From an optimization exercise on the open Yosys and OpenROAD flow, aimed at a short achievable clock period and few clock cycles; shortcuts taken in it are not production practice.
At most, simulation tests tie the RTL to the original design; equivalence was not proved.
The RTL of run 5 was laid out without a check of its function.
Power figures rest on the tool's default switching activity, not on a simulated workload.

### run.sh
#!/bin/bash
# synth_recipe.tcl (not shown) runs the flow's synth.tcl, then flattens the netlist and writes it again
# the make line also repeats each setting of config.mk as NAME=value (left out here)
make -C /OpenROAD-flow-scripts/flow DESIGN_CONFIG=/design/flow/config.mk WORK_HOME=/design/flow/orfs CLKGATE_MAP_FILE= SYNTH_SCRIPT=/design/flow/synth_recipe.tcl finish
### constraint.sdc
create_clock -name core_clock -period 10.0 [get_ports {clk}]
set_input_delay 2.0000 -clock core_clock [delete_from_list [all_inputs] [get_ports {clk}]]
set_output_delay 2.0000 -clock core_clock [all_outputs]
set_load 0.01 [all_outputs]
### config.mk
export PLATFORM = sky130hd
export DESIGN_NAME = path_count_top
export DESIGN_NICKNAME = path_count_top
export VERILOG_FILES = /design/flow/design.v
export SDC_FILE = /design/flow/constraint.sdc
export NUM_CORES = 4
export LEC_CHECK = 0
export ABC_CLOCK_PERIOD_IN_PS = 3000
export CAP_MARGIN = 20
export CELL_PAD_IN_SITES_DETAIL_PLACEMENT = 1
export CELL_PAD_IN_SITES_GLOBAL_PLACEMENT = 2
export CORE_MARGIN = 2
export CORE_UTILIZATION = 30
export PLACE_DENSITY = 0.55
export SETUP_SLACK_MARGIN = 5
export SLEW_MARGIN = 20
export SYNTH_MEMORY_MAX_BITS = 65536
### design.v
package path_types_pkg;
    typedef logic [10-1:0] node_idx_t;
    typedef logic [24-1:0] path_count_t;
    typedef logic [$clog2(32)-1:0] queue_ptr_t;
    typedef logic [5-1:0] succ_cnt_t;
endpackage
package path_ctrl_pkg;
    typedef enum logic [2:0] {
        IDLE      = 3'd0,
        POP       = 3'd1,
        WAIT_LIST = 3'd2,
        PUSH      = 3'd3,
        FINISHED  = 3'd4
    } walk_state_t;
    typedef enum logic [1:0] {
        BASE_SEED  = 2'd0,
        BASE_END   = 2'd1,
        BASE_MATCH = 2'd2,
        BASE_NEW   = 2'd3
    } add_base_t;
endpackage
`timescale 1ns/10ps
module path_count_top (
    input  logic        clk,
    input  logic        rst_n,
    input  logic        start_run,
    input  path_types_pkg::node_idx_t   start_node,
    input  path_types_pkg::node_idx_t   end_node,
    input  path_types_pkg::node_idx_t   next_node_idx,
    input  path_types_pkg::succ_cnt_t   next_node_counter,
    output path_types_pkg::node_idx_t   node_idx,
    output logic        rd_next_node,
    output logic        done,
    output path_types_pkg::path_count_t path_count
);
    localparam int N  = 32;           
    localparam int W  = 24;           
    localparam int IW = 10;           
    localparam int PW = 6;            
    function automatic logic [2*24-1:0] csa(input logic [23:0] a, input logic [23:0] b, input logic [23:0] c);
        logic [23:0] s, k;
        s = a ^ b ^ c;
        k = (a & b) | (a & c) | (b & c);
        csa = {s, k[22:0], 1'b0};
    endfunction
    function automatic logic [23:0] ksadd(input logic [23:0] a, input logic [23:0] b);
        logic [23:0] g, p, gn, pn;
        g = a & b;
        p = a ^ b;
        for (int s = 1; s < 24; s = s * 2) begin
            gn = g;
            pn = p;
            for (int i = s; i < 24; i++) begin
                gn[i] = g[i] | (p[i] & g[i - s]);
                pn[i] = p[i] & p[i - s];
            end
            g = gn;
            p = pn;
        end
        ksadd = (a ^ b) ^ {g[22:0], 1'b0};
    endfunction
    function automatic logic [31:0] first_one(input logic [31:0] x);
        logic [31:0] p;
        p = x;
        for (int s = 1; s < 32; s = s * 2) p = p | (p << s);
        first_one = x & ~(p << 1);
    endfunction
    function automatic logic [4:0] enc32(input logic [31:0] oh);
        enc32 = '0;
        for (int k = 0; k < 32; k++) enc32 = enc32 | ({5{oh[k]}} & 5'(k));
    endfunction
    typedef enum logic [1:0] {
        ST_IDLE = 2'd0,
        ST_RUN  = 2'd1,
        ST_FIN  = 2'd2
    } st_t;
    st_t st;
    wire run   = (st == ST_RUN);
    wire start = (st == ST_IDLE) & start_run;
    logic [IW-1:0] lab   [N];         
    logic [N-1:0]  val;               
    logic [W-1:0]  D     [N];         
    logic [N-1:0]  dirty;             
    logic [N-1:0]  comp;              
    logic [N-1:0]  hs;                
    logic [N-1:0]  ovf;               
    logic [1:0]    M     [N][N];      
    logic [4:0]    ME    [N];         
    logic [N-1:0]  ME_nz;             
    logic [N-1:0]  ME_dir;            
    logic [1:0]    ME_x  [N];         
    logic [N-1:0]  ME_y;              
    logic [PW-1:0] ap;                
    logic [N-1:0]  ap_oh;             
    logic [PW-1:0] rp;                
    logic [IW-1:0] end_lab;
    logic [W-1:0]  end_cnt;
    logic          rd_q;              
    logic [IW-1:0] nidx_q;            
    logic [4:0]    rs_q;              
    logic [4:0]    lst_q;             
    logic [N-1:0]  snap_oh;           
    logic          first_q;           
    logic          cont_q;            
    logic          rwait_q;           
    logic          done_q;
    wire c0 = (next_node_counter == 5'd0);
    wire c1 = (next_node_counter == 5'd1);
    wire c2 = (next_node_counter == 5'd2);
    wire ev = run & (first_q ? ~c0 : cont_q);
    logic [N-1:0] hit_a;
    always_comb begin
        for (int k = 0; k < N; k++)
            hit_a[k] = val[k] & (lab[k] == next_node_idx);
    end
    logic          bv;
    logic [IW-1:0] b_idx;
    logic          b_new;             
    logic [N:0]    b_tgt;             
    logic          b_first;
    logic          b_last;
    logic [4:0]    b_row;
    wire same_a   = bv & (next_node_idx == b_idx);
    wire end_a    = (next_node_idx == end_lab);
    wire hitany_a = |hit_a;
    wire isnew_a  = ev & ~hitany_a & ~end_a & ~same_a;
    logic [N:0] tgt_a;
    always_comb begin
        if (!ev)            tgt_a = '0;
        else if (same_a)    tgt_a = b_tgt;
        else if (end_a)     tgt_a = {1'b1, {N{1'b0}}};
        else if (hitany_a)  tgt_a = {1'b0, hit_a};
        else if (b_new)     tgt_a = {1'b0, ap_oh[N-2:0], 1'b0};
        else                tgt_a = {1'b0, ap_oh};
    end
    logic [N-1:0] row_oh;
    always_comb for (int k = 0; k < N; k++) row_oh[k] = (b_row == 5'(k));
    wire        isnew = b_new;
    wire [N:0]  tgt   = b_tgt;
    logic [1:0] CR  [N];
    logic [1:0] CRn [N];
    logic [4:0] CE, CEn;
    logic       cr_ovf, cr_multi;
    always_comb begin
        cr_ovf = 1'b0;
        cr_multi = 1'b0;
        for (int c = 0; c < N; c++) begin
            CRn[c] = (b_first ? 2'd0 : CR[c]) + {1'b0, tgt[c]};
            cr_ovf = cr_ovf | (~b_first & (CR[c] == 2'd3) & tgt[c]);
            cr_multi = cr_multi | CRn[c][1];
        end
        CEn = (b_first ? 5'd0 : CE) + {4'd0, tgt[N]};
    end
    logic [W-1:0] S;
    logic [W-1:0] q;                  
    logic [1:0]   rem [N];            
    logic [N-1:0] pen;                
    logic         more;               
    logic [N-1:0] RM;                 
    logic [N-1:0] blk_q;              
    always_comb begin
        for (int c = 0; c < N; c++) pen[c] = rem[c][0];
    end
    wire [N-1:0] has_amt = comp & hs & (dirty | pen);
    wire [N-1:0] elig    = has_amt & ~pen & ~ovf & ~blk_q;
    wire [N-1:0] sel     = first_one(elig);
    wire         go      = run & ~more;
    wire         fire    = go & (|elig);
    logic [W-1:0] d_sel;
    logic [W-1:0] Y  [N];             
    logic [1:0]   m_sel [N];
    logic [4:0]   me_sel;
    logic         me_nz_s, me_dir_s, me_y_s;
    logic [1:0]   me_x_s;
    always_comb begin
        d_sel  = '0;
        me_sel = '0;
        me_nz_s = 1'b0;
        me_dir_s = 1'b0;
        me_y_s = 1'b0;
        me_x_s = '0;
        for (int c = 0; c < N; c++) m_sel[c] = '0;
        for (int k = 0; k < N; k++) begin
            d_sel  = d_sel | (D[k] & {W{sel[k]}});
            me_sel   = me_sel | (ME[k] & {5{sel[k]}});
            me_nz_s  = me_nz_s | (ME_nz[k] & sel[k]);
            me_dir_s = me_dir_s | (ME_dir[k] & sel[k]);
            me_y_s   = me_y_s | (ME_y[k] & sel[k]);
            me_x_s   = me_x_s | (ME_x[k] & {2{sel[k]}});
            for (int c = 0; c < N; c++)
                m_sel[c] = m_sel[c] | (M[k][c] & {2{sel[k]}});
        end
    end
    wire [N-1:0] rr_oh  = first_one(comp & hs & ovf & dirty & ~blk_q);
    wire         rr_any = |rr_oh;
    wire [4:0]   rr     = enc32(rr_oh);
    wire pend    = (rp != ap);
    wire newav   = pend | isnew | isnew_a;
    wire avail   = newav | rr_any;
    wire want    = (ev & c2) | (run & first_q & (c0 | c1)) | rwait_q;
    wire rd_d    = run & want & avail;
    wire rr_go   = rd_d & ~newav;
    logic pd, pe1, pe2;
    logic [1:0] pd_x;
    logic pd_y;
    wire settle_e = run & first_q & c0 & ~pe1 & ~bv & ~pend & ~(|has_amt) & ~more;
    wire settle_r = run & ~pe1 & rwait_q & ~cont_q & ~first_q & ~bv & ~pend & ~(|has_amt) & ~more;
    wire settle_b = run & ~pe1 & bv & ~isnew & ~pend & ~rd_q & ~first_q & ~cont_q & ~(|has_amt) & ~more
                  & ~(|(comp & hs & (tgt[N-1:0] | pen)))
                  & ~(|(row_oh & (dirty | pen)));
    wire settle = settle_r | settle_b | settle_e;
    always_ff @(posedge clk or negedge rst_n) begin
        if (!rst_n) begin
            st      <= ST_IDLE;
            rd_q    <= 1'b0;
            done_q  <= 1'b0;
            first_q <= 1'b0;
            cont_q  <= 1'b0;
            rwait_q <= 1'b0;
            bv      <= 1'b0;
            pd      <= 1'b0;
            more    <= 1'b0;
            pe1     <= 1'b0;
            pe2     <= 1'b0;
            for (int c = 0; c < N; c++) rem[c] <= '0;
        end else begin
            first_q <= rd_q | start;
            cont_q  <= ev & ~c0 & ~c1;
            bv      <= ev;
            pd      <= fire & me_dir_s & ~pe1;
            more    <= fire & (|(sel & RM));
            pe1     <= fire & me_nz_s & ~(me_dir_s & ~pe1);
            pe2     <= pe1;
            if (start) begin
                st      <= ST_RUN;
                rd_q    <= 1'b0;
                rwait_q <= 1'b0;
                for (int c = 0; c < N; c++) rem[c] <= '0;
            end else if (run) begin
                rd_q    <= rd_d;
                rwait_q <= want & ~avail;
                for (int c = 0; c < N; c++)
                    rem[c] <= fire ? m_sel[c] : {1'b0, rem[c][1]};
                if (settle) begin
                    st     <= ST_FIN;
                    done_q <= 1'b1;
                end
            end else begin
                rd_q <= 1'b0;
                if (st == ST_FIN && !start_run) begin
                    st     <= ST_IDLE;
                    done_q <= 1'b0;
                end
            end
        end
    end
    always_ff @(posedge clk) begin
        if (start) begin
            nidx_q <= start_node;
            rs_q   <= '0;
            rp     <= PW'(1);
        end else if (rd_d) begin
            if (pend)         nidx_q <= lab[rp[4:0]];
            else if (isnew)   nidx_q <= b_idx;
            else if (isnew_a) nidx_q <= next_node_idx;
            else              nidx_q <= lab[rr];
            rs_q <= newav ? rp[4:0] : rr;
            if (newav) rp <= rp + 1'b1;
        end
        if (start)     lst_q <= '0;
        else if (rd_q) lst_q <= rs_q;
        for (int k = 0; k < N; k++)
            snap_oh[k] <= start ? (k == 0) : (rd_q && rs_q == 5'(k));
    end
    always_ff @(posedge clk) begin
        b_idx   <= next_node_idx;
        b_new   <= isnew_a;
        b_tgt   <= tgt_a;
        b_first <= first_q;
        b_last  <= c1;
        b_row   <= lst_q;
    end
    always_ff @(posedge clk) begin
        if (start) begin
            lab[0]  <= start_node;
            val     <= {{(N-1){1'b0}}, 1'b1};
            ap      <= PW'(1);
            ap_oh   <= {{(N-2){1'b0}}, 2'b10};
            end_lab <= end_node;
            comp    <= '0;
            hs      <= '0;
            ovf     <= '0;
        end else begin
            if (isnew) begin
                lab[ap[4:0]] <= b_idx;
                val          <= val | ap_oh;
                ap           <= ap + 1'b1;
                ap_oh        <= {ap_oh[N-2:0], 1'b0};
            end
            if (rr_go) comp <= comp & ~rr_oh;
            if (run && first_q && c0) comp[lst_q] <= 1'b1;
            if (bv && b_last) begin
                comp[b_row] <= 1'b1;
                hs[b_row]   <= 1'b1;
            end
            if (bv && cr_ovf) ovf[b_row] <= 1'b1;
        end
    end
    always_ff @(posedge clk) begin
        if (bv) begin
            for (int c = 0; c < N; c++) CR[c] <= CRn[c];
            CE <= CEn;
            for (int c = 0; c < N; c++) M[b_row][c] <= CRn[c];
            ME[b_row]     <= CEn;
            ME_nz[b_row]  <= (CEn != 5'd0);
            ME_dir[b_row] <= (CEn != 5'd0) && (CEn <= 5'd4);
            ME_x[b_row]   <= (CEn == 5'd2) ? 2'd1 : (CEn == 5'd4) ? 2'd2 : 2'd0;
            ME_y[b_row]   <= (CEn == 5'd3);
            RM[b_row]     <= cr_multi;
        end
    end
    always_ff @(posedge clk) begin
        logic [N-1:0] pnd;
        pnd = val & comp & has_amt & ~(sel & {N{fire}});
        for (int k = 0; k < N; k++) begin
            logic b;
            b = 1'b0;
            for (int j = 0; j < N; j++) b = b | (pnd[j] & (M[j][k] != 2'd0));
            blk_q[k] <= b;
        end
    end
    logic [4:0] me_q;
    always_ff @(posedge clk) if (fire) begin
        pd_x <= me_x_s;
        pd_y <= me_y_s;
    end
    always_ff @(posedge clk) begin
        if (first_q) S <= D[lst_q];
        if (fire) begin
            q    <= d_sel;
            me_q <= me_sel;
        end else begin
            q <= {q[W-2:0], 1'b0};
        end
    end
    logic [W-1:0] ps_q, pc_q;
    logic [W-1:0] pp [5];
    logic [2*W-1:0] x1, x2, x3;
    always_comb begin
        for (int i = 0; i < 5; i++) pp[i] = me_q[i] ? (q << i) : '0;
        x1 = csa(pp[0], pp[1], pp[2]);
        x2 = csa(x1[2*W-1:W], x1[W-1:0], pp[3]);
        x3 = csa(x2[2*W-1:W], x2[W-1:0], pp[4]);
    end
    always_ff @(posedge clk) begin
        ps_q <= x3[2*W-1:W];
        pc_q <= x3[W-1:0];
    end
    always_comb begin
        for (int k = 0; k < N; k++) begin
            logic [W-1:0] base;
            logic [2*W-1:0] y1;
            base = (snap_oh[k] || !val[k]) ? '0 : D[k];
            y1   = csa(base, tgt[k] ? S : '0, pen[k] ? q : '0);
            Y[k] = ksadd(y1[2*W-1:W], y1[W-1:0]);
        end
    end
    always_ff @(posedge clk) begin
        for (int k = 0; k < N; k++) begin
            logic clr, fs;
            clr  = snap_oh[k];
            fs   = go & sel[k];
            if (start)   D[k] <= (k == 0) ? W'(1) : '0;
            else if (fs) D[k] <= tgt[k] ? S : '0;   
            else         D[k] <= Y[k];
            if (start)   dirty[k] <= 1'b0;
            else if (fs) dirty[k] <= tgt[k];
            else         dirty[k] <= (dirty[k] & ~clr) | tgt[k] | pen[k];
        end
        begin
            logic [2*W-1:0] y1;
            logic [2*W-1:0] y2;
            logic [W-1:0] ex, ey;
            ex = pe2 ? ps_q : pd ? (q << pd_x) : '0;
            ey = pe2 ? pc_q : (pd & pd_y) ? (q << 1) : '0;
            y1 = csa(end_cnt, tgt[N] ? S : '0, ex);
            y2 = csa(y1[2*W-1:W], y1[W-1:0], ey);
            if (start) end_cnt <= '0;
            else       end_cnt <= ksadd(y2[2*W-1:W], y2[W-1:0]);
        end
    end
    assign node_idx     = (st == ST_IDLE) ? start_node : nidx_q;
    assign rd_next_node = rd_q | start;
    assign done         = done_q & start_run;
    assign path_count   = end_cnt;
endmodule
==> flow_summary.toml, run 1 <==
[clocking]
cts_root_buf = "clkbuf_16"
cts.sinks = 4109
cts_tree = "done"
cts_made_buffers = 535
cts.htree.levels = 6
clock_path_buffers = 4
clock_latency_ps = 1190
path_clk_slew_ps = 60
hold_buffers = 0

[logic_synthesis]
yosys-top-cells-area = "edfxtp_1 35%, dfxtp_1 9.9%, fa_1 7.3%"
synth_simple_gate_area_share_pct = 17.4
ys_seq_elements = 4109
ys_top_cells_by_count = "2841 x edfxtp_1, 2343 x and2_1, 2103 x nand2_1"
synth_compound_area_share_pct = 16.4
synthXorXnorAreaFrac_pct = 3.79
syn_inst = 23197
syn_nets = 24884
synth.avg_cell_area_sq_um = 10.4
yosysSeqAreaShare_pct = 46.1
synth.most_common_cell = "edfxtp_1"
synth_area_leader_cell = "edfxtp_1"
synth_ff_type = "edfxtp_1"
synth_top_area_share_pct = 35.4
synth-edff-count = 2841
syn-cell-area_sq_mm = 0.241
synth_mux_area_share_pct = 2.04
synth_cell_type_count = 99
postSynth.asyncResetShare_pct = 1.85
synth_fa_ha_area_share_pct = 11.3
yosysWarnings = 8
synth_top_family_by_area = "simple AND/OR/NAND/NOR gates"

[grt]
grt_max_degree = 136
grt_pass1_vias = 209930
track_usage_pct = 36.3
grt-ovfl-total = 0
grt_antenna_before_repair = 345
grt_pass1_wl_microns = 2000000

[detailed_routing]
wl_per_cell_microns = 43.8
drt_wl_total_microns = 1520000
routed_via_density = 6.11
drtPass1Iterations = 10
num_vias = 211765
drc_errors = 0
drtAntennaViolNets = 1
first_iter_violations = 26527

[power_and_ir_drop]
leakage_nw = 105
total_power_mw = 49.8
peakVddDrop_mv = 0.177
powerDensity_mw_per_mm2 = 178

[worst_hold_path]
hold_class = "register to register"
min_delay_path_depth = 2
min_to = "rem[11][0]"
hp-start = "rem[11][1]"

[outcome]
so.violations = "antenna violations"
outcome = "complete, but fails checks"

[setup_path]
crit_arrival_ps = 6120
worstSetupPathType = "register to register"
path_max_fanout = 24
rr_endpoint = "q[9]"
reg2reg_from = "rem[0][0]"
cp.required_ps = 10980
rr_worst_depth = 15
critPathCaptureType = "register"
cp-start-kind = "register"
r2r_setup_slack_ps = 4870

[die]
die_h_microns = 900
dieArea_sq_mm = 0.811
start_util_pct = 30.1
die_w_microns = 900
row_count = 329
core_area_sq_mm = 0.802
pin_count = 74

[placed_design]
place_congestion = 1.05
dpl.cell_count = 33194
numPortBuffers = 73
dpl.hpwl_microns = 1090000

[timing]
fin_skew_ps = 103
setup_viol = 0
slew_viol_final = 0
fin_crit_ps = 5130
worst_pin_slew_ps = 1330
min_period_over_period_pct = 51.3
hold_violations = 0
max_freq_mhz = 195
tns_ps = 0
slew_headroom_pct = 11.6
rsz0062_at_grt = "yes"

[final_layout]
final_nets = 24977
layout-drive-gt1-share_pct = 11.2
post-route-util_pct = 34.9
fin_cells = 34643
areaGrowthSynthToFinish_pct = 16.2
fill_cells = 87724

[run]
max_cap_violations = 0
per-layer routing:
layer  global-route usage [%]  routed length [microns]  up-vias
li1                         -                        -    86113
met1                     45.5                   600000   111785
met2                     57.3                   691000    10735
met3                     6.74                   111000     3084
met4                     24.3                   115000       48
met5                        0                      312        -
cells by family after synthesis:
kind of cell	Yosys count
and+or+nand+nor	8241
muxes	310
DFF	4109
buffers and inverters	1900
xor gates and xnor gates	1042
adders and majority gates	1649
AOI/OAI and AO/OA	5946
metrics by stage:
step / setup slack [ps] / hold slack (ps) / instance area (sq um)
6_report: 4870 / 456 / 280000
5_1_grt: 4840 / 483 / 279000
4_1_cts: 4950 / 456 / 278000
3_5_place_dp: 2820 / 447 / 258000
3_3_place_gp: 2770 / 442 / 258000
2_1_floorplan: 4940 / 329 / 241000
worst max path at each step:
stage                          start           to  slack [ps]  depth (start not counted)
floorplan           next_node_idx[5]    nidx_q[1]        4940                         14
finish                     rem[0][0]         q[9]        4870                         15
detailed placement  next_node_idx[7]    nidx_q[1]        2820                         12
CTS                         blk_q[9]     blk_q[2]        4950                         13
global placement    next_node_idx[7]    nidx_q[4]        2770                         12
global route                 pd_x[0]  end_cnt[23]        4840                         20
repair_timing:
action,in CTS,in global routing
setup endpoints to repair,517,158
pin swaps,46,33
gates resized for setup,371,221
gates cloned,22,1
buffers inserted,95,30
registers in the layout (all words and copies together), names as in the netlist, 33 cells and up, named ones only:
register and flops:
rem 64, D 768, CR 64, lab 320, M 2048, ME_x 64
ME 160, b_tgt 33
worst max-delay path: stages (launching register included):
cell and delay, ps:
dfrtp_2 410, nor3_1 220, buf_4 310, and2_4 470, nor3_2 140, buf_4 290
a222oi_1 900, o21ai_0 270, buf_4 270, a221oi_4 400, nand2_1 130, a2111oi_2 360
buf_4 250, nand4_1 220, a211oi_1 250, o21ai_0 100
cell usage in the layout (no fill, tap or decap), drive strengths merged, types with 70 or more instances in the layout:
master and count:
or3 112, nor2b 181, buf 948, nor3 243, o21ai 1597, nor4 96, nand3 453, and3 201
inv 440, dfxtp 1192, a22oi 701, diode 325, o21a 119, and2 2349, mux4 139, or2 80
xor2 237, a2111oi 74, fa 874, a22o 140, a211oi 241, edfxtp 2841, a222oi 321, xnor2 805
mux2i 107, a31oi 115, a21oi 1327, a21o 190, o31ai 70, a221oi 375, nand2b 164, clkinv 187
ha 775, a221o 170, dfrtp 76, clkbuf 746, nand2 2105, nand4 397, nor2 1639
power by group:
part	internal [mW]	switching (mW)	leakage [nW]
Combinational	1.94	6.76	60.6
Sequential	20.0	1.32	36.4
Clock	11.1	8.68	8.52
layout make-up:
| class | count | area, sq um | area share, % |
|---|---|---|---|
| Antenna cell | 325 | 813 | 0.290 |
| Multi-Input combinational cell | 17203 | 126000 | 45.0 |
| Timing Repair Buffer | 1019 | 9490 | 3.39 |
| Sequential cell | 4109 | 111000 | 39.8 |
| Inverter | 422 | 1590 | 0.569 |
| Tap cell | 10592 | 13300 | 4.73 |
| Clock buffer | 742 | 14900 | 5.32 |
| Clock inverter | 231 | 2610 | 0.933 |
Testbench counts, summed over its fixed seeds: cycles 15,525.
==> run 2: changes to the inputs <==
--- a/design.v
+++ b/design.v
@@ -164,3 +164,3 @@
     wire [N-1:0] has_amt = comp & hs & (dirty | pen);
-    wire [N-1:0] elig    = has_amt & ~pen & ~ovf & ~blk_q;
+    wire [N-1:0] elig    = has_amt & ~ovf & ~blk_q;
     wire [N-1:0] sel     = first_one(elig);
@@ -170,2 +170,4 @@
     logic [W-1:0] Y  [N];             
+    logic [W-1:0] Dq [N];             
+    always_comb for (int k = 0; k < N; k++) Dq[k] = ksadd(D[k], q);
     logic [1:0]   m_sel [N];
@@ -183,3 +185,3 @@
         for (int k = 0; k < N; k++) begin
-            d_sel  = d_sel | (D[k] & {W{sel[k]}});
+            d_sel  = d_sel | ((pen[k] ? Dq[k] : D[k]) & {W{sel[k]}});
             me_sel   = me_sel | (ME[k] & {5{sel[k]}});
@@ -373,3 +375,3 @@
             if (start)   D[k] <= (k == 0) ? W'(1) : '0;
-            else if (fs) D[k] <= tgt[k] ? S : '0;   
+            else if (fs) D[k] <= tgt[k] ? S : '0;
             else         D[k] <= Y[k];
==> run 2 against run 1 <==
- the layout fails its checks (antenna violations, max-capacitance violations, max-slew violations)
- worst hold slack worse by 1.1 ps
- sequential share of layout area down 7.4 points
- worst setup slack worse by 750 ps
- first-iteration DRC count up 65%
- synthesized area up 16%
- total power up 9.7%
- clock power up 3%
- wire length up 46%
- fmax down 13%
- largest power group unchanged
==> flow_summary.toml, run 2 <==
[setup_path]
max_stage_delay_ps = 1060
cp_num_buf_inv = 3
crit_chain = "buf_12 -> buf_4 -> ha_1 -> o22ai_2 -> a222oi_1 -> nand3_1 -> a221oi_2 -> nand4_1 -> a2111o_1 -> nor4_4 -> buf_4 -> o2111ai_2 -> nor4_2 -> a21oi_1"
slowest_stage = "a222oi_1"
path_max_fanout = 5
cp.required_ps = 10970
crit_top_cell = "buf_4"
worstSetupPathType = "register to register"
critPathCaptureType = "register"
cp_top_family = "compound AO/OA/AOI/OAI gates"
crit_arrival_ps = 6860
cp-start-kind = "register"

[power_and_ir_drop]
peakVddDrop_mv = 0.140
powerDensity_mw_per_mm2 = 159
leakage_nw = 134

[detailed_routing]
wl_per_cell_microns = 51.1
drtAntennaViolNets = 3
drc_errors = 0
drtPass1Iterations = 10
first_iter_violations = 43799
drt_wl_total_microns = 2220000
num_vias = 282717
routed_via_density = 6.51

[final_layout]
final_cell_mix = "2841 x edfxtp_1, 2308 x and2_1, 2203 x nand2_1"
final_nets = 32625
regArea_sq_mm = 0.112
layout-drive-gt1-share_pct = 18.4
layout_commonest_cell = "edfxtp_1"
top_register = "M"
largest_reg_flops = 2048
fill_cells = 102489
areaGrowthSynthToFinish_pct = 23.4
top_regs = "M: 2048 flops, D: 768 flops, lab: 320 flops"
multi_input_area_sq_mm = 0.171
fin_cells = 43422

[timing]
worst_pin_slew_ps = 1550
fin_crit_ps = 5890
rsz0062_at_grt = "yes"
fin_skew_ps = 142
fin_hold_ws_ps = 455
min_period_over_period_pct = 58.9
tns_ps = 0
slew_headroom_pct = -3.85
slew_viol_final = 2
setup_viol = 0
max_freq_mhz = 170
hold_violations = 0

[clocking]
clock_path_buffers = 5
cts_root_buf = "clkbuf_16"
cts_made_buffers = 553
cts_tree = "done"
hold_buffers = 0
cts.htree.levels = 6
clock_latency_ps = 1150
cts.sinks = 4109
path_clk_slew_ps = 60

[run]
max_cap_violations = 1

[logic_synthesis]
ys_top_cells_by_count = "2841 x edfxtp_1, 2350 x and2_1, 2234 x nand2_1"
syn-cell-area_sq_mm = 0.279
syn_nets = 31075
synth_area_leader_cell = "edfxtp_1"
synth_ff_type = "edfxtp_1"
synth_top_area_share_pct = 30.5
yosysSeqAreaShare_pct = 39.8
yosysWarnings = 9
syn_inst = 28620
synth_cell_type_count = 99
yosys-top-cells-area = "edfxtp_1 31%, dfxtp_1 8.5%, ha_1 6.8%"
synth.avg_cell_area_sq_um = 9.76
synth.most_common_cell = "edfxtp_1"
postSynth.asyncResetShare_pct = 1.85
synth-edff-count = 2841
ys_seq_elements = 4109

[grt]
grt_pass1_vias = 263844
grt_antenna_before_repair = 704
track_usage_pct = 45.3
grt_pass1_wl_microns = 2800000
grt_max_degree = 132
grt-ovfl-total = 0

[die]
die_w_microns = 969
start_util_pct = 30.1
core_area_sq_mm = 0.929
pin_count = 74
die_h_microns = 969
row_count = 354
dieArea_sq_mm = 0.939

[placed_design]
place_congestion = 1.19
dpl.hpwl_microns = 1660000
numPortBuffers = 73
dpl.cell_count = 40887

[outcome]
outcome = "complete, but fails checks"
so.violations = "antenna violations, max-capacitance violations, max-slew violations"

[worst_hold_path]
hold_class = "register to register"
[run 2: worst min-delay path, stage by stage (launching register included)]
cell and delay [ps]:
dfxtp_2 320, nand2_1 50, a21oi_1 50
[run 2: worst paths after layout]
| path | to | slack (ps) | cells past startpoint | start |
|---|---|---|---|---|
| min in group asynchronous | rem[15][0] | 810 | 1 | rst_n |
| worst max-delay path | q[22] | 4110 | 14 | q[22] |
| worst min register to register | b_tgt[10] | 450 | 2 | b_tgt[10] |
| max in group asynchronous | rem[22][0] | 7290 | 3 | rst_n |
| worst max register to register | q[22] | 4110 | 14 | q[22] |
| worst min-delay path | b_tgt[10] | 450 | 2 | b_tgt[10] |
[run 2: what timing repair did]
action / 4_1_cts / 5_1_grt
setup endpoints to repair: 660 / 277
setup buffers: 614 / 322
endpoints found under the hold margin: 0 / 0
pin swaps: 415 / 645
cloned: 54 / 12
gates resized for setup: 1814 / 882
[run 2: cell families (layout without fill, tap and decap cells)]
kind of cell    after synthesis  count (layout)  synth area share [%]
other cells                   0             538                     0
xor+xnor                   1565            1565                  4.91
compound gates             7841            7841                  18.0
flops                      4109            4109                  39.8
simple gates               9629            9638                  17.5
fa+ha+maj                  2417            2417                  13.3
buf+inv                    2259            4232                  3.07
mux                         800             800                  3.47
[run 2: routing by layer]
| layer | vias to the layer above | routed length (microns) | track usage (%) |
|---|---|---|---|
| met5 | - | 1300 | 0.664 |
| met4 | 153 | 168000 | 28.6 |
| met3 | 4557 | 275000 | 16.7 |
| met2 | 19618 | 876000 | 62.0 |
| met1 | 148802 | 900000 | 59.9 |
| li1 | 109587 | - | - |
[run 2: power breakdown]
part,total [mW],leakage (nW),internal (mW),switching [mW]
registers,21.7,36.4,20.2,1.50
clock network,20.4,8.70,11.7,8.75
logic,12.5,88.8,2.80,9.72
[run 2: per-stage QoR]
stage,util (%),power (mW),cell area [sq um],worst slack [ps]
final,37.1,54.7,345000,4110
after global routing,37.0,55.3,344000,4520
after CTS,36.2,54.0,336000,4790
after detailed placement,32.7,32.8,304000,2230
after global placement,32.7,32.8,304000,991
after floorplan,-,25.3,280000,4440
[run 2: final cells by class]
| class | instances | area share [%] |
|---|---|---|
| multi-input cells | 22261 | 49.6 |
| flip-flops and latches | 4109 | 32.4 |
| repair buffers | 2546 | 7.29 |
| well taps | 12282 | 4.46 |
| clock buffers | 729 | 4.44 |
| inverters | 698 | 0.794 |
| clock inverters | 258 | 0.711 |
| diodes | 538 | 0.391 |
| repair inverters | 1 | 0.00145 |
Testbench counts of run 2, summed over its fixed seeds: cycles 15,239.
==> run 3: changes to the inputs <==
--- a/design.v
+++ b/design.v
@@ -85,3 +85,3 @@
     logic [N-1:0]  hs;                
-    logic [N-1:0]  ovf;               
+    wire  [N-1:0]  ovf = '1;          
     logic [1:0]    M     [N][N];      
@@ -164,3 +164,3 @@
     wire [N-1:0] has_amt = comp & hs & (dirty | pen);
-    wire [N-1:0] elig    = has_amt & ~ovf & ~blk_q;
+    wire [N-1:0] elig    = has_amt & ~pen & ~ovf & ~blk_q;
     wire [N-1:0] sel     = first_one(elig);
@@ -170,4 +170,2 @@
     logic [W-1:0] Y  [N];             
-    logic [W-1:0] Dq [N];             
-    always_comb for (int k = 0; k < N; k++) Dq[k] = ksadd(D[k], q);
     logic [1:0]   m_sel [N];
@@ -185,3 +183,3 @@
         for (int k = 0; k < N; k++) begin
-            d_sel  = d_sel | ((pen[k] ? Dq[k] : D[k]) & {W{sel[k]}});
+            d_sel  = d_sel | (D[k] & {W{sel[k]}});
             me_sel   = me_sel | (ME[k] & {5{sel[k]}});
@@ -293,3 +291,2 @@
             hs      <= '0;
-            ovf     <= '0;
         end else begin
@@ -307,3 +304,2 @@
             end
-            if (bv && cr_ovf) ovf[b_row] <= 1'b1;
         end
@@ -330,3 +326,3 @@
             for (int j = 0; j < N; j++) b = b | (pnd[j] & (M[j][k] != 2'd0));
-            blk_q[k] <= b;
+            blk_q[k] <= 1'b0;
         end
@@ -375,3 +371,3 @@
             if (start)   D[k] <= (k == 0) ? W'(1) : '0;
-            else if (fs) D[k] <= tgt[k] ? S : '0;
+            else if (fs) D[k] <= tgt[k] ? S : '0;   
             else         D[k] <= Y[k];
--- a/config.mk
+++ b/config.mk
@@ -9,7 +9,4 @@
 export CAP_MARGIN = 20
-export CELL_PAD_IN_SITES_DETAIL_PLACEMENT = 1
-export CELL_PAD_IN_SITES_GLOBAL_PLACEMENT = 2
 export CORE_MARGIN = 2
-export CORE_UTILIZATION = 30
-export PLACE_DENSITY = 0.55
+export CORE_UTILIZATION = 50
 export SETUP_SLACK_MARGIN = 5
==> run 3 against run 2 <==
- now clean on timing, DRC and antenna
- final cell count is 65% lower
- sequential share of layout area fell by 5.2 points
- clock skew is 110 ps lower
- critical endpoint is now nidx_q[0]
- largest cell class unchanged
- highest routed layer unchanged
==> flow_summary.toml, run 3 <==
[outcome]
outcome = "no timing/DRC/antenna violations"

[logic_synthesis]
postSynth.asyncResetShare_pct = 0.559
synthXorXnorAreaFrac_pct = 8.05
synth_compound_area_share_pct = 13.7
syn_inst = 12143
synth_cell_type_count = 95
ys_seq_elements = 1431
synth-edff-count = 364
synth_simple_gate_area_share_pct = 23.5
yosys-top-cells-area = "dfxtp_1 20%, ha_1 18%, edfxtp_1 10%"
synth_area_leader_cell = "dfxtp_1"
synth_mux_area_share_pct = 3.97
synth_top_area_share_pct = 19.5
ys_top_cells_by_count = "1601 x and2_1, 1519 x ha_1, 1283 x nor2_1"
synth.avg_cell_area_sq_um = 8.94
synth.most_common_cell = "and2_1"
synth_fa_ha_area_share_pct = 18.1
syn-cell-area_sq_mm = 0.109
synth_top_family_by_area = "simple AND/OR/NAND/NOR gates"
synth_ff_type = "dfxtp_1"
yosysSeqAreaShare_pct = 29.8
syn_nets = 13733
yosysWarnings = 8

[setup_path]
crit_arrival_ps = 5700
crit_chain = "and3_1 -> a311oi_2 -> nand4_1 -> nor2_2 -> buf_4 -> a211oi_4 -> buf_4 -> buf_4 -> nand2_1 -> a311oi_2 -> nor4_2 -> a211oi_1 -> o21a_1"
cp.required_ps = 10600
critPathCaptureType = "register"
r2r_setup_slack_ps = 4900
crit_top_cell = "buf_4"
worstSetupPathType = "register to register"
cp-start-kind = "register"
slowest_stage = "nor4_2"
path_max_fanout = 40
max_stage_delay_ps = 920

[final_layout]
layout-drive-gt1-share_pct = 7.53
top_regs = "D: 768 flops, lab: 320 flops, b_tgt: 33 flops"
top_register = "D"
largest_reg_flops = 768
final_cell_mix = "1601 x and2_1, 1518 x ha_1, 1246 x nor2_1"
fill_cells = 19881
multi_input_area_sq_mm = 0.0742
post-route-util_pct = 55.1
final_nets = 13629
regArea_sq_mm = 0.0324
layout_commonest_cell = "and2_1"
areaGrowthSynthToFinish_pct = 9.92

[die]
dieArea_sq_mm = 0.221
die_w_microns = 470
start_util_pct = 50.1
pin_count = 74
core_area_sq_mm = 0.217
row_count = 171
die_h_microns = 470

[timing]
fin_crit_ps = 5100
setup_viol = 0
setup_slack_ps = 4900
hold_violations = 0
min_period_over_period_pct = 51.0
max_freq_mhz = 196
rsz0062_at_grt = "yes"
tns_ps = 0
fin_skew_ps = 27.1
slew_headroom_pct = 20.5
slew_viol_final = 0
worst_pin_slew_ps = 1190

[power_and_ir_drop]
leakage_nw = 53.7
pwr-share-seq_pct = 31.2
powerDensity_mw_per_mm2 = 274
peakVddDrop_mv = 0.224
switching_share_pct = 44.0
switching_power_mw = 14.3
clockPowerShare_pct = 20.9
combPwrFrac_pct = 47.9
p_int_mw = 18.3

[detailed_routing]
drc_errors = 0
routed_via_density = 6.37
num_vias = 95945
first_iter_violations = 10477
wl_per_cell_microns = 31.1
drt_wl_total_microns = 469000
drtPass1Iterations = 6
drtAntennaViolNets = 0

[grt]
grt_max_degree = 140
track_usage_pct = 41.1
grt-ovfl-total = 0
grt_pass1_wl_microns = 657000
grt_pass1_vias = 90141
grt_antenna_before_repair = 29

[placed_design]
dpl.hpwl_microns = 349000
place_ws_ps = 3260
place_congestion = 1.03
numPortBuffers = 73

[clocking]
cts_root_buf = "clkbuf_16"
cts.sinks = 1431
cts_made_buffers = 173
clock_path_buffers = 3
cts_tree = "done"
cts.htree.levels = 4
clock_latency_ps = 860
path_clk_slew_ps = 60

[run]
max_cap_violations = 0

[worst_hold_path]
hold_class = "register to register"
## run 3: metal layers
layer	part of all wire, %	global-route usage [%]	routed length (microns)	up-vias
met5	0.0041	0	19	-
met4	12	39.3	54100	2
met3	7.9	6.86	36900	1376
met2	42	61.4	196000	4676
met1	39	49.9	182000	46397
li1	-	-	-	43494
## run 3: power by group through the flow
| stage | registers, mW | logic, mW | clock network (mW) |
|---|---|---|---|
| 6_report | 10.2 | 15.6 | 6.83 |
| 5_1_grt | 10.2 | 17.1 | 7.08 |
| 4_1_cts | 10.1 | 15.2 | 6.87 |
| 3_5_place_dp | 10.2 | 15.1 | 0 |
| 3_3_place_gp | 10.2 | 14.7 | 0 |
| 2_1_floorplan | 8.54 | 11.3 | 0 |
## run 3: final timing paths
check,cells past startpoint,end,start
worst max register to register,13,nidx_q[0],dirty[16]
worst max-delay path,13,nidx_q[0],dirty[16]
worst min-delay path,0,b_row[1],lst_q[1]
worst min register to register,0,b_row[1],lst_q[1]
max in group asynchronous,1,rd_q,rst_n
min in group asynchronous,1,rwait_q,rst_n
## run 3: layout make-up
type	count	share of cell area, %
Antenna cell	24	0.0503
Clock buffer	254	4.27
Clock inverter	66	0.752
Inverter	188	0.598
Multi-Input combinational cell	9958	62.2
Sequential cell	1431	27.1
Tap cell	2854	2.99
Timing Repair Buffer	287	2.04
## run 3: per-stage QoR
step	instance area, sq um	std cells	power [mW]	hold slack [ps]
after floorplan	109000	12143	19.8	370
after global placement	112000	14690	24.9	425
after detailed placement	112000	14693	25.4	422
after CTS	119000	15025	32.2	430
after global routing	119000	15041	34.4	435
final	119000	15062	32.6	428
## run 3: critical path: cells and delay by family, from the launching register on
kind	cells	cell delay [ps]
compound gates	5	1150
buf+inv	3	1100
flops	1	410
simple gates	5	2050
## run 3: cells by family (layout without fill, tap and decap cells)
kind of cell	after synthesis	after routing
fa+ha+maj	1552	1552
mux	301	301
other cells	0	24
xor+xnor	997	997
compound gates	2169	2169
buf+inv	764	795
flops	1431	1431
simple gates	4929	4939
## run 3: timing repair
action / CTS / global route
pin swaps: 3 / 1
endpoints found under the setup margin: 165 / 96
hold buffers: 0 / 0
gates resized for setup: 102 / 56
gates cloned: 6 / 4
buffers inserted: 6 / 8
Testbench counts of run 3, summed over its fixed seeds: cycles 21,825.
==> run 4: changes to the inputs <==
--- a/config.mk
+++ b/config.mk
@@ -10,3 +10,3 @@
 export CORE_MARGIN = 2
-export CORE_UTILIZATION = 50
+export CORE_UTILIZATION = 40
 export SETUP_SLACK_MARGIN = 5
==> run 4 against run 3 <==
- clock power rose by 7.0%
- sequential share of layout area fell by 0.34 points
- largest cell class unchanged
- wire length rose by 0.14%
- total power rose by 1.8%
- worst hold slack improved by 39 ps
- still clean on timing, DRC and antenna
- synthesized area did not move
- synthesized cell count did not move
- critical endpoint unchanged
- die area rose by 25%
- first-iteration DRC count fell by 2.4%
- core utilization fell by 10 points
- sequential power barely moved
- combinational power barely moved
==> flow_summary.toml, run 4 <==
[outcome]
outcome = "no timing/DRC/antenna violations"

[final_layout]
layout_commonest_cell = "and2_1"
final_area_sq_mm = 0.121
final_cell_mix = "1601 x and2_1, 1518 x ha_1, 1245 x nor2_1"
fill_cells = 26101
areaGrowthSynthToFinish_pct = 11.3
layout-drive-gt1-share_pct = 7.88
final_nets = 13650
top_register = "D"
top_regs = "D: 768 flops, lab: 320 flops, b_tgt: 33 flops"
largest_reg_flops = 768

[logic_synthesis]
syn-cell-area_sq_mm = 0.109
syn_nets = 13733
synth_ff_type = "dfxtp_1"
ys_seq_elements = 1431
yosys-top-cells-area = "dfxtp_1 20%, ha_1 18%, edfxtp_1 10%"
yosysSeqAreaShare_pct = 29.8
synth-edff-count = 364
synth_area_leader_cell = "dfxtp_1"
postSynth.asyncResetShare_pct = 0.559
yosysWarnings = 8
synth_cell_type_count = 95
syn_inst = 12143
synth_top_area_share_pct = 19.5
ys_top_cells_by_count = "1601 x and2_1, 1519 x ha_1, 1283 x nor2_1"
synth.most_common_cell = "and2_1"
synth.avg_cell_area_sq_um = 8.94

[timing]
max_freq_mhz = 194
tns_ps = 0
min_period_over_period_pct = 51.6
fin_hold_ws_ps = 467
rsz0062_at_grt = "yes"
fin_skew_ps = 85.1
setup_viol = 0
slew_headroom_pct = 16.6
worst_pin_slew_ps = 1250
hold_violations = 0
fin_crit_ps = 5160
slew_viol_final = 0

[worst_hold_path]
hold_class = "register to register"
min_to = "done_q"
hp-start = "done_q"
min_delay_path_depth = 2

[die]
die_w_microns = 525
start_util_pct = 40.2
pin_count = 74
row_count = 191
core_area_sq_mm = 0.270
die_h_microns = 525
dieArea_sq_mm = 0.276

[setup_path]
reg2reg_from = "dirty[16]"
worstSetupPathType = "register to register"
path_max_fanout = 105
cp_top_family = "simple AND/OR/NAND/NOR gates"
cp-start-kind = "register"
rr_endpoint = "nidx_q[0]"
max_stage_delay_ps = 910
crit_chain = "and3_1 -> a311oi_2 -> nand4_1 -> nor2_2 -> buf_4 -> a211o_4 -> buf_16 -> mux2i_1 -> mux2i_1 -> nor4_1 -> a211oi_1 -> o21a_1"
r2r_setup_slack_ps = 4840
crit_top_cell = "mux2i_1"
crit_arrival_ps = 5800
rr_worst_depth = 12
cp_num_buf_inv = 2
cp.required_ps = 10640
critPathCaptureType = "register"
slowest_stage = "nor4_1"

[clocking]
cts.htree.levels = 4
cts_tree = "done"
cts.sinks = 1431
path_clk_slew_ps = 60
cts_made_buffers = 184
clock_path_buffers = 4
clock_latency_ps = 920
cts_root_buf = "clkbuf_16"

[grt]
grt_pass1_vias = 89894
grt_antenna_before_repair = 24
grt-ovfl-total = 0
track_usage_pct = 32.8
grt_pass1_wl_microns = 660000
grt_max_degree = 174

[run]
max_cap_violations = 0

[power_and_ir_drop]
leakage_nw = 53.9
powerDensity_mw_per_mm2 = 275
peakVddDrop_mv = 0.156

[detailed_routing]
drtAntennaViolNets = 0
wl_per_cell_microns = 29.7
drt_wl_total_microns = 470000
first_iter_violations = 10221
routed_via_density = 6.04
drc_errors = 0
num_vias = 95302
drtPass1Iterations = 8

[placed_design]
numPortBuffers = 73
dpl_cell_area_sq_mm = 0.113
place_congestion = 1.04
dpl.hpwl_microns = 351000
==> run 4: cell counts after synthesis <==
No cell type changed its count.
==> run 4: worst max path at each step <==
stage,cells after the start,slack (ps),to,from
after floorplan,4,5170,rd_next_node,start_run
after global placement,13,3060,comp[25],next_node_idx[0]
final,12,4840,nidx_q[0],dirty[16]
after detailed placement,13,3010,comp[25],next_node_idx[0]
after CTS,12,5000,comp[9],next_node_idx[1]
after global routing,15,4780,D[4][22],val[4]
==> run 4: cell families (layout without fill, tap and decap cells) <==
family | after synthesis | in the layout | share of synthesized area [%]
AND/OR/NAND/NOR | 4929 | 4939 | 23.5
AO/OA/AOI/OAI | 2169 | 2169 | 13.7
adder cells (fa/ha/maj) | 1552 | 1552 | 18.1
flip-flops | 1431 | 1431 | 29.8
XOR/XNOR | 997 | 997 | 8.05
buffers and inverters | 764 | 812 | 2.81
multiplexers | 301 | 301 | 3.97
other | 0 | 12 | 0
==> run 4: final cells by class <==
type | count | area, sq um | area share, %
inverter | 188 | 713 | 0.590
timing repair buffer | 297 | 2540 | 2.11
clock buffer | 258 | 5360 | 4.44
multi-input combinational | 9958 | 74200 | 61.5
antenna | 12 | 30.0 | 0.0249
clock inverter | 69 | 1060 | 0.878
sequential | 1431 | 32400 | 26.8
tap | 3570 | 4470 | 3.70
==> run 4: per-layer routing <==
metal	vias up	GRT usage, %	routed length, microns
met1	46235	40.2	186000
li1	43544	-	-
met5	-	0	25
met2	4274	49.8	198000
met4	4	29.5	50300
met3	1245	5.23	34300
==> run 4: metrics by stage <==
stage                     setup WS [ps]  util, %  total power [mW]  instances
after floorplan                    5170        -              19.8      12143
after global placement             3060     41.9              25.0      15398
after detailed placement           3010     41.9              25.4      15401
after CTS                          5000     44.4              32.8      15737
after global routing               4780     44.7              35.0      15772
final                              4840     44.7              33.2      15783
==> run 4: report_power, final <==
group / internal [mW] / total [mW] / switching (mW) / leakage, nW
Combinational: 6.48 / 15.7 / 9.21 / 38.6
Clock: 4.42 / 7.31 / 2.90 / 3.15
Sequential: 7.86 / 10.2 / 2.35 / 12.2
Total: 18.8 / 33.2 / 14.5 / 53.9
==> run 4: worst min-delay path: stages (launching register included) <==
cell     delay [ps]
dfrtp_1         340
nand2_1          50
nand2_1          50
==> run 4: timing repair <==
item / CTS / global route
buffers inserted: 2 / 30
resized for setup: 121 / 66
setup endpoints to repair: 185 / 123
pin swaps: 1 / 8
cloned: 7 / 3
hold buffers: 0 / 0
==> run 5: changes to the inputs <==
--- a/design.v
+++ b/design.v
@@ -85,9 +85,5 @@
     logic [N-1:0]  hs;                
-    wire  [N-1:0]  ovf = '1;          
+    logic [N-1:0]  ovf;               
     logic [1:0]    M     [N][N];      
     logic [4:0]    ME    [N];         
-    logic [N-1:0]  ME_nz;             
-    logic [N-1:0]  ME_dir;            
-    logic [1:0]    ME_x  [N];         
-    logic [N-1:0]  ME_y;              
     logic [PW-1:0] ap;                
@@ -142,6 +138,5 @@
     logic [4:0] CE, CEn;
-    logic       cr_ovf, cr_multi;
+    logic       cr_ovf;
     always_comb begin
         cr_ovf = 1'b0;
-        cr_multi = 1'b0;
         for (int c = 0; c < N; c++) begin
@@ -149,3 +144,2 @@
             cr_ovf = cr_ovf | (~b_first & (CR[c] == 2'd3) & tgt[c]);
-            cr_multi = cr_multi | CRn[c][1];
         end
@@ -157,19 +151,19 @@
     logic [N-1:0] pen;                
-    logic         more;               
-    logic [N-1:0] RM;                 
-    logic [N-1:0] blk_q;              
+    logic         more;
     always_comb begin
-        for (int c = 0; c < N; c++) pen[c] = rem[c][0];
+        more = 1'b0;
+        for (int c = 0; c < N; c++) begin
+            pen[c] = rem[c][0];
+            more   = more | rem[c][1];
+        end
     end
     wire [N-1:0] has_amt = comp & hs & (dirty | pen);
-    wire [N-1:0] elig    = has_amt & ~pen & ~ovf & ~blk_q;
+    wire [N-1:0] elig    = has_amt & ~ovf;
     wire [N-1:0] sel     = first_one(elig);
-    wire         go      = run & ~more;
-    wire         fire    = go & (|elig);
+    wire         fire    = run & (|elig) & ~more;
     logic [W-1:0] d_sel;
-    logic [W-1:0] Y  [N];             
+    logic [W-1:0] Dq [N];             
+    always_comb for (int k = 0; k < N; k++) Dq[k] = ksadd(D[k], q);
     logic [1:0]   m_sel [N];
     logic [4:0]   me_sel;
-    logic         me_nz_s, me_dir_s, me_y_s;
-    logic [1:0]   me_x_s;
     always_comb begin
@@ -177,14 +171,6 @@
         me_sel = '0;
-        me_nz_s = 1'b0;
-        me_dir_s = 1'b0;
-        me_y_s = 1'b0;
-        me_x_s = '0;
         for (int c = 0; c < N; c++) m_sel[c] = '0;
         for (int k = 0; k < N; k++) begin
-            d_sel  = d_sel | (D[k] & {W{sel[k]}});
-            me_sel   = me_sel | (ME[k] & {5{sel[k]}});
-            me_nz_s  = me_nz_s | (ME_nz[k] & sel[k]);
-            me_dir_s = me_dir_s | (ME_dir[k] & sel[k]);
-            me_y_s   = me_y_s | (ME_y[k] & sel[k]);
-            me_x_s   = me_x_s | (ME_x[k] & {2{sel[k]}});
+            d_sel  = d_sel | ((pen[k] ? Dq[k] : D[k]) & {W{sel[k]}});
+            me_sel = me_sel | (ME[k] & {5{sel[k]}});
             for (int c = 0; c < N; c++)
@@ -193,3 +179,3 @@
     end
-    wire [N-1:0] rr_oh  = first_one(comp & hs & ovf & dirty & ~blk_q);
+    wire [N-1:0] rr_oh  = first_one(comp & hs & ovf & dirty);
     wire         rr_any = |rr_oh;
@@ -202,11 +188,9 @@
     wire rr_go   = rd_d & ~newav;
-    logic pd, pe1, pe2;
-    logic [1:0] pd_x;
-    logic pd_y;
-    wire settle_e = run & first_q & c0 & ~pe1 & ~bv & ~pend & ~(|has_amt) & ~more;
-    wire settle_r = run & ~pe1 & rwait_q & ~cont_q & ~first_q & ~bv & ~pend & ~(|has_amt) & ~more;
-    wire settle_b = run & ~pe1 & bv & ~isnew & ~pend & ~rd_q & ~first_q & ~cont_q & ~(|has_amt) & ~more
+    logic pd, pe1, pe2, pe3;
+    logic [2:0] pd_sh;
+    wire settle_r = run & ~pe1 & ~pe2 & rwait_q & ~cont_q & ~first_q & ~bv & ~pend & ~(|has_amt) & ~more;
+    wire settle_b = run & ~pe1 & ~pe2 & bv & ~isnew & ~pend & ~rd_q & ~first_q & ~cont_q & ~(|has_amt) & ~more
                   & ~(|(comp & hs & (tgt[N-1:0] | pen)))
                   & ~(|(row_oh & (dirty | pen)));
-    wire settle = settle_r | settle_b | settle_e;
+    wire settle = settle_r | settle_b;
     always_ff @(posedge clk or negedge rst_n) begin
@@ -221,17 +205,17 @@
             pd      <= 1'b0;
-            more    <= 1'b0;
             pe1     <= 1'b0;
             pe2     <= 1'b0;
+            pe3     <= 1'b0;
             for (int c = 0; c < N; c++) rem[c] <= '0;
         end else begin
-            first_q <= rd_q | start;
+            first_q <= rd_q;
             cont_q  <= ev & ~c0 & ~c1;
             bv      <= ev;
-            pd      <= fire & me_dir_s & ~pe1;
-            more    <= fire & (|(sel & RM));
-            pe1     <= fire & me_nz_s & ~(me_dir_s & ~pe1);
+            pd      <= fire & me_pow2 & ~pe2;
+            pe1     <= fire & (me_sel != 5'd0) & ~(me_pow2 & ~pe2);
             pe2     <= pe1;
+            pe3     <= pe2;
             if (start) begin
                 st      <= ST_RUN;
-                rd_q    <= 1'b0;
+                rd_q    <= 1'b1;
                 rwait_q <= 1'b0;
@@ -269,6 +253,4 @@
         end
-        if (start)     lst_q <= '0;
-        else if (rd_q) lst_q <= rs_q;
-        for (int k = 0; k < N; k++)
-            snap_oh[k] <= start ? (k == 0) : (rd_q && rs_q == 5'(k));
+        if (rd_q) lst_q <= rs_q;
+        for (int k = 0; k < N; k++) snap_oh[k] <= rd_q && rs_q == 5'(k);
     end
@@ -291,2 +273,3 @@
             hs      <= '0;
+            ovf     <= '0;
         end else begin
@@ -304,2 +287,3 @@
             end
+            if (bv && cr_ovf) ovf[b_row] <= 1'b1;
         end
@@ -311,18 +295,3 @@
             for (int c = 0; c < N; c++) M[b_row][c] <= CRn[c];
-            ME[b_row]     <= CEn;
-            ME_nz[b_row]  <= (CEn != 5'd0);
-            ME_dir[b_row] <= (CEn != 5'd0) && (CEn <= 5'd4);
-            ME_x[b_row]   <= (CEn == 5'd2) ? 2'd1 : (CEn == 5'd4) ? 2'd2 : 2'd0;
-            ME_y[b_row]   <= (CEn == 5'd3);
-            RM[b_row]     <= cr_multi;
-        end
-    end
-    always_ff @(posedge clk) begin
-        logic [N-1:0] pnd;
-        pnd = val & comp & has_amt & ~(sel & {N{fire}});
-        for (int k = 0; k < N; k++) begin
-            logic b;
-            b = 1'b0;
-            for (int j = 0; j < N; j++) b = b | (pnd[j] & (M[j][k] != 2'd0));
-            blk_q[k] <= 1'b0;
+            ME[b_row] <= CEn;
         end
@@ -330,6 +299,5 @@
     logic [4:0] me_q;
-    always_ff @(posedge clk) if (fire) begin
-        pd_x <= me_x_s;
-        pd_y <= me_y_s;
-    end
+    wire me_pow2 = (me_sel != 5'd0) && ((me_sel & (me_sel - 5'd1)) == 5'd0);
+    wire [4:0] me_log = enc32({27'd0, me_sel});
+    always_ff @(posedge clk) if (fire) pd_sh <= me_log[2:0];
     always_ff @(posedge clk) begin
@@ -343,3 +311,3 @@
     end
-    logic [W-1:0] ps_q, pc_q;
+    logic [W-1:0] ps_q, pc_q, pb_q;
     logic [W-1:0] pp [5];
@@ -355,11 +323,3 @@
         pc_q <= x3[W-1:0];
-    end
-    always_comb begin
-        for (int k = 0; k < N; k++) begin
-            logic [W-1:0] base;
-            logic [2*W-1:0] y1;
-            base = (snap_oh[k] || !val[k]) ? '0 : D[k];
-            y1   = csa(base, tgt[k] ? S : '0, pen[k] ? q : '0);
-            Y[k] = ksadd(y1[2*W-1:W], y1[W-1:0]);
-        end
+        pb_q <= ksadd(ps_q, pc_q);
     end
@@ -368,7 +328,12 @@
             logic clr, fs;
+            logic [W-1:0] base, ts;
+            logic [2*W-1:0] y1;
             clr  = snap_oh[k];
-            fs   = go & sel[k];
+            fs   = fire & sel[k];
+            base = (clr || !val[k]) ? '0 : D[k];
+            ts   = tgt[k] ? S : '0;
+            y1 = csa(base, ts, pen[k] ? q : '0);
             if (start)   D[k] <= (k == 0) ? W'(1) : '0;
-            else if (fs) D[k] <= tgt[k] ? S : '0;   
-            else         D[k] <= Y[k];
+            else if (fs) D[k] <= ts;
+            else         D[k] <= ksadd(y1[2*W-1:W], y1[W-1:0]);
             if (start)   dirty[k] <= 1'b0;
@@ -379,15 +344,10 @@
             logic [2*W-1:0] y1;
-            logic [2*W-1:0] y2;
-            logic [W-1:0] ex, ey;
-            ex = pe2 ? ps_q : pd ? (q << pd_x) : '0;
-            ey = pe2 ? pc_q : (pd & pd_y) ? (q << 1) : '0;
-            y1 = csa(end_cnt, tgt[N] ? S : '0, ex);
-            y2 = csa(y1[2*W-1:W], y1[W-1:0], ey);
+            y1 = csa(end_cnt, tgt[N] ? S : '0, pe3 ? pb_q : pd ? (q << pd_sh) : '0);
             if (start) end_cnt <= '0;
-            else       end_cnt <= ksadd(y2[2*W-1:W], y2[W-1:0]);
+            else       end_cnt <= ksadd(y1[2*W-1:W], y1[W-1:0]);
         end
     end
-    assign node_idx     = (st == ST_IDLE) ? start_node : nidx_q;
-    assign rd_next_node = rd_q | start;
-    assign done         = done_q & start_run;
+    assign node_idx     = nidx_q;
+    assign rd_next_node = rd_q;
+    assign done         = done_q;
     assign path_count   = end_cnt;
--- a/config.mk
+++ b/config.mk
@@ -10,3 +10,3 @@
 export CORE_MARGIN = 2
-export CORE_UTILIZATION = 40
+export CORE_UTILIZATION = 55
 export SETUP_SLACK_MARGIN = 5
==> run 5 against run 4 <==
- the flow now stops in global routing (5_1_grt)
- synthesized cell count increased by 120%
- synthesized area up 140%
==> flow_summary.toml, run 5 <==
[outcome]
outcome = "aborted with a tool error"
lastStage = "global routing (5_1_grt)"
error_line = "[ERROR GRT-0116] Global routing finished with congestion. Check the congestion regions in the DRC Viewer."

[logic_synthesis]
postSynth.asyncResetShare_pct = 1.94
ys_top_cells_by_count = "2653 x edfxtp_1, 2371 x and2_1, 2198 x nor2_1"
yosys-top-cells-area = "edfxtp_1 30%, dfxtp_1 9.0%, ha_1 7.3%"
syn-cell-area_sq_mm = 0.264
yosysSeqAreaShare_pct = 39.9
synth_ff_type = "edfxtp_1"
ys_seq_elements = 3908
synth_top_area_share_pct = 30.2
synth_area_leader_cell = "edfxtp_1"
synth-edff-count = 2653
synth.avg_cell_area_sq_um = 9.92
synth.most_common_cell = "edfxtp_1"
synth_cell_type_count = 107
syn_inst = 26572
syn_nets = 29026
yosysWarnings = 8

[grt]
grt_pass1_wl_microns = 2820000
grt_max_degree = 160
grt-ovfl-total = 4104
grt_pass1_vias = 300000
track_usage_pct = 83.0

[clocking]
clock_path_buffers = 4
cts.htree.levels = 5
cts.sinks = 3908
cts_root_buf = "clkbuf_16"
cts_made_buffers = 397

[placed_design]
dpl_cell_area_sq_mm = 0.277
place_congestion = 1.36
dpl.hpwl_microns = 1250000
numPortBuffers = 73

[die]
row_count = 254
start_util_pct = 55.1
die_w_microns = 696
die_h_microns = 696
pin_count = 74
## run 5: how the worst max path moves through the flow
stage,startpoint,end,slack (ps),cells past startpoint
CTS,q[0],q[22],4570,21
detailed placement,q[0],q[22],2600,20
floorplan,bv,ME[28][0],4180,4
global placement,q[0],q[22],2490,20
## run 5: kinds of logic after synthesis
kind of cell	synth area share [%]
AND/OR/NAND/NOR	17.9
flip-flops	39.9
AO/OA/AOI/OAI	17.0
buffers and inverters	3.22
multiplexers	3.10
XOR/XNOR	4.94
adder cells (fa/ha/maj)	14.0
## run 5: power groups by stage
stage | clock, mW | sequential (mW) | combinational, mW
2_1_floorplan | 0 | 17.4 | 0.117
3_3_place_gp | 0 | 17.4 | 0.189
3_5_place_dp | 0 | 17.4 | 0.192
4_1_cts | 16.0 | 17.0 | 0.205
## run 5: layer usage
metal	track usage (%)	overflow
met1	83.8	144
met2	95.4	2357
met3	71.4	183
met4	82.3	1397
met5	42.2	23
## run 5: what timing repair did
item / CTS
setup endpoints to repair: 893
buffers inserted: 310
gates cloned: 24
hold buffers: 0
resized for setup: 1183
pin swaps: 213
## run 5: per-stage QoR
| step | util (%) | hold slack, ps | total power [mW] | setup WS [ps] | instances |
|---|---|---|---|---|---|
| 4_1_cts | 62.6 | 329 | 33.3 | 4570 | 33703 |
| 3_5_place_dp | 57.9 | 313 | 17.6 | 2600 | 32636 |
| 3_3_place_gp | 57.8 | 311 | 17.6 | 2490 | 32611 |
| 2_1_floorplan | - | 310 | 17.5 | 4180 | 26572 |

-- static timing again, ports no longer ideal --
Ports are ideal in the flow. The routed layouts listed here were re-timed in OpenROAD. Step 1, drivers: a clkbuf_16 drives clk and a buf_2 each remaining input, both assumed. Step 2, shift: input delay + t, output delay - t, t = (earliest + latest rising clock arrival at the registers) / 2. This alone moves slack from input paths to output paths. Three values: no drivers, after step 1, after step 2; two values: the first two.
run	shift t [ns]	slack for setup (ns)	hold slack, ns	clock arrival spread, ns
run 1	1.287	4.866 / 4.866 / 3.885	0.456 / 0.456 / 0.456	0.107 / 0.106
run 2	1.241	4.113 / 4.113 / 3.924	0.455 / 0.455 / 0.455	0.142 / 0.142
run 3	0.944	4.899 / 4.899 / 4.129	0.428 / 0.428 / 0.428	0.029 / 0.030
run 4	0.977	4.836 / 4.836 / 4.200	0.467 / 0.467 / 0.467	0.086 / 0.087
The setup slack of run 1, which loses most, moves by 0.000 ns with the drivers and by -0.981 ns with both steps.
